From an optimization exercise on the open Yosys and OpenROAD flow, aimed at small area, a short achievable clock period and few clock cycles; shortcuts taken in it are not production practice.
At most, simulation tests tie the RTL to the original design; equivalence was not proved.
Power is estimated from default activity; no workload was simulated.

==> flow/design.v (excerpt) <==
module stepper_step_pulse_generator #(
  parameter int PERIOD_BITS = 24
) (
  input  logic        clk,
  input  logic        rst_n,
  input  logic        in_valid,
  output logic        in_ready,
  input  logic [2:0]  in_req_type,
  input  logic [23:0] in_velocity,
  input  logic [31:0] in_step_value,
  output logic        out_valid,
  input  logic        out_ready,
  output logic        out_step_level,
  output logic        out_dir_level,
  output logic        out_enable_n,
  output logic [31:0] out_position,
  output logic        out_is_moving,
  output logic [23:0] out_period_out,
  input  logic        psel,
  input  logic        penable,
  input  logic        pwrite,
  input  logic [3:0]  paddr,
  input  logic [31:0] pwdata,
  output logic [31:0] prdata,
  output logic        pready
);
  localparam logic [36:0] TWO_N = 37'h1E84800000;   
  localparam logic [36:0] K_RST = 37'd655360000;     
  logic [15:0] spr_r, minp_r;
  logic [7:0]  pw_r;
  logic        spr_wr, kst_r;
  logic [36:0] k_r;
  logic        kbusy_r;
  logic [23:0] r_r;
  logic [24:0] q_r;
  logic [5:0]  it_r;
  ...
Size in the first run: roughly 2500 cells after synthesis.
clock: 9.0 ns
lec_check: 0
cap_margin: 20
core_margin: 2
core_utilization: 40
cts_cluster_diameter: 100
cts_cluster_size: 20
setup_slack_margin: 4.8
slew_margin: 20
standard.sh (not shown) runs the stock make flow with config.mk's settings and CLKGATE_MAP_FILE= SYNTH_SCRIPT=/design/flow/synth_recipe.tcl, a recipe that flattens the netlist after the stock synthesis.
==> flow/flow/run.sh <==
#!/bin/bash
# The standard layout (standard.sh), with the port buffers that buffer_ports
# inserts on every input and output made the platform's smallest buffer,
# sky130_fd_sc_hd__buf_1, instead of its default choice (clkdlybuf4s50_1).
# Timing repair still resizes any port buffer on a critical path.
set -euo pipefail
export BUFFER_PORTS_ARGS="-buffer_cell sky130_fd_sc_hd__buf_1"
bash standard.sh > standard.log 2>&1
Testbench counts at the start, summed over its fixed seeds: cycles 21,559.
Next try:
--- a/flow/design.v
+++ b/flow/design.v
@@ -113,23 +113,23 @@
   logic [2:0] rsel_r;
   always_ff @(posedge clk)
     if (psel && !penable)
       rsel_r <= {paddr[3:2] == 2'd2, paddr[3:2] == 2'd1, paddr[3:2] == 2'd0};
   assign prdata = {16'd0, ({16{rsel_r[0]}} & spr_r) | ({16{rsel_r[1]}} & minp_r)
                           | ({16{rsel_r[2]}} & {8'd0, pw_r})};
-  logic [3:0]  a_r, b_r;        
+  logic [5:0]  a_r, b_r;        
   logic        sv_r, tld_r;     
   logic [2:0]  sc_r;            
   logic        srun_r;          
   logic        sfwd_r;          
   logic [23:0] sm_r;            
   logic [31:0] sval_r;
   logic in_tick, tick_in, cmd_in, accept, out_free, exec_tick, exec_cmd;
   logic vneg, vzero, run_in, s_move, s_rel, run_move, s_ready, f_start;
   logic tick_ok_r, azero_r, pend_r;
-  logic [3:0] a_nx, b_nx;
+  logic [5:0] a_nx, b_nx;
   logic       sv_nx;
   assign in_tick   = (in_req_type == 3'd0);
   assign in_ready  = in_tick ? tick_ok_r : !sv_r;
   assign accept    = in_valid && in_ready;
   assign tick_in   = accept && in_tick;
   assign cmd_in    = accept && !in_tick;
@@ -143,18 +143,18 @@
   assign exec_tick = out_free && !azero_r;
   assign exec_cmd  = out_free && azero_r && sv_r && s_ready;
   assign run_in    = (in_req_type == 3'd1) ? !vzero
                    : (in_req_type[2:1] == 2'b01) ? (!vneg && !vzero) : 1'b0;
   always_comb begin
     if (exec_cmd) begin
-      a_nx  = b_r + {3'd0, tick_in};
+      a_nx  = b_r + {5'd0, tick_in};
       b_nx  = '0;
       sv_nx = 1'b0;
     end else begin
-      a_nx  = a_r - {3'd0, exec_tick} + {3'd0, tick_in && !sv_r};
-      b_nx  = b_r + {3'd0, tick_in && sv_r};
+      a_nx  = a_r - {5'd0, exec_tick} + {5'd0, tick_in && !sv_r};
+      b_nx  = b_r + {5'd0, tick_in && sv_r};
       sv_nx = sv_r || cmd_in;
     end
   end
   logic go_nx;
   assign go_nx = (cmd_in ? run_in : pend_r) && !(kbusy_r && it_r != 6'd0) && !kst_r;
   always_ff @(posedge clk) begin
@@ -167,14 +167,14 @@
       pend_r    <= 1'b0;
       f_start   <= 1'b0;
     end else begin
       a_r       <= a_nx;
       b_r       <= b_nx;
       sv_r      <= sv_nx;
-      azero_r   <= (a_nx == 4'd0);
-      tick_ok_r <= (a_r < 4'd14) && (b_r < 4'd14);
+      azero_r   <= (a_nx == 6'd0);
+      tick_ok_r <= (a_r < 6'd62) && (b_r < 6'd62);
       pend_r    <= (cmd_in ? run_in : pend_r) && !go_nx;
       f_start   <= go_nx;
     end
   end
   always_ff @(posedge clk) begin
     if (cmd_in) begin
@@ -261,17 +261,16 @@
     end
   end
   logic [31:0] sum, target;
   logic        ld_tgt, eq, gt;
   logic [7:0]  pulse_dec;
   assign ld_tgt    = sv_r && run_move && azero_r && !tld_r;
-  assign sum       = pos_r + (!azero_r ? {{31{!dir_r}}, 1'b1} : tld_r ? ~tgt_r : sval_r)
-                     + {31'd0, azero_r && tld_r};
+  assign sum       = pos_r + (azero_r ? sval_r : {{31{!dir_r}}, 1'b1});
   assign target    = s_rel ? sum : sval_r;
   assign eq        = (pos_r == tgt_r);
-  assign gt        = sum[31] ^ ((pos_r[31] != tgt_r[31]) && (sum[31] != pos_r[31]));
+  assign gt        = $signed(tgt_r) > $signed(pos_r);
   assign pulse_dec = pulse_r - 8'd1;
   always_ff @(posedge clk) begin
     if (!rst_n) begin
       pos_r       <= '0;
       tgt_r       <= '0;
       tld_r       <= 1'b0;
=> Hold slack is about the same. Count of clock-buffer cells in the layout came out lower by 1. First-iteration DRC count came out higher by about 3.3%. Final cell count came out higher by 4.9%. Clock skew came out higher by 0.013 ns. Clock power came out higher by about 7%. Final area came out higher by 4.5%.
No functional check of the RTL was part of the second run of this note.

-- port drivers added, routing unchanged --
How much do the figures lean on ideal ports? The routed layouts below were timed once more, with nothing changed but the port constraints. Step 1, drivers: a clkbuf_16 drives clk and a buf_2 each remaining input, both assumed. Step 2 moves the port delays by t, midway between the first and last clock arrival at a register: inputs arrive t later, outputs are due t later. That takes back most of the time a late clock gives input paths. a / b / c = ideal / step 1 / step 2; a / b = the first two.
| run | shift t [ns] | setup WS [ns] | hold WS [ns] | worst setup path at the end | latest minus earliest clock arrival (ns) |
|---|---|---|---|---|---|
| the first run | 0.611 | 4.711 / 4.677 / 4.371 | 0.476 / 0.476 / 0.476 | input to register | 0.019 / 0.019 |
| the second run | 0.625 | 4.746 / 4.707 / 4.454 | 0.478 / 0.478 / 0.478 | input to register | 0.032 / 0.031 |
After both steps setup and hold are still met in every run listed. The setup slack of the first run, which loses most, moves by -0.034 ns with the drivers and by -0.340 ns with both steps.
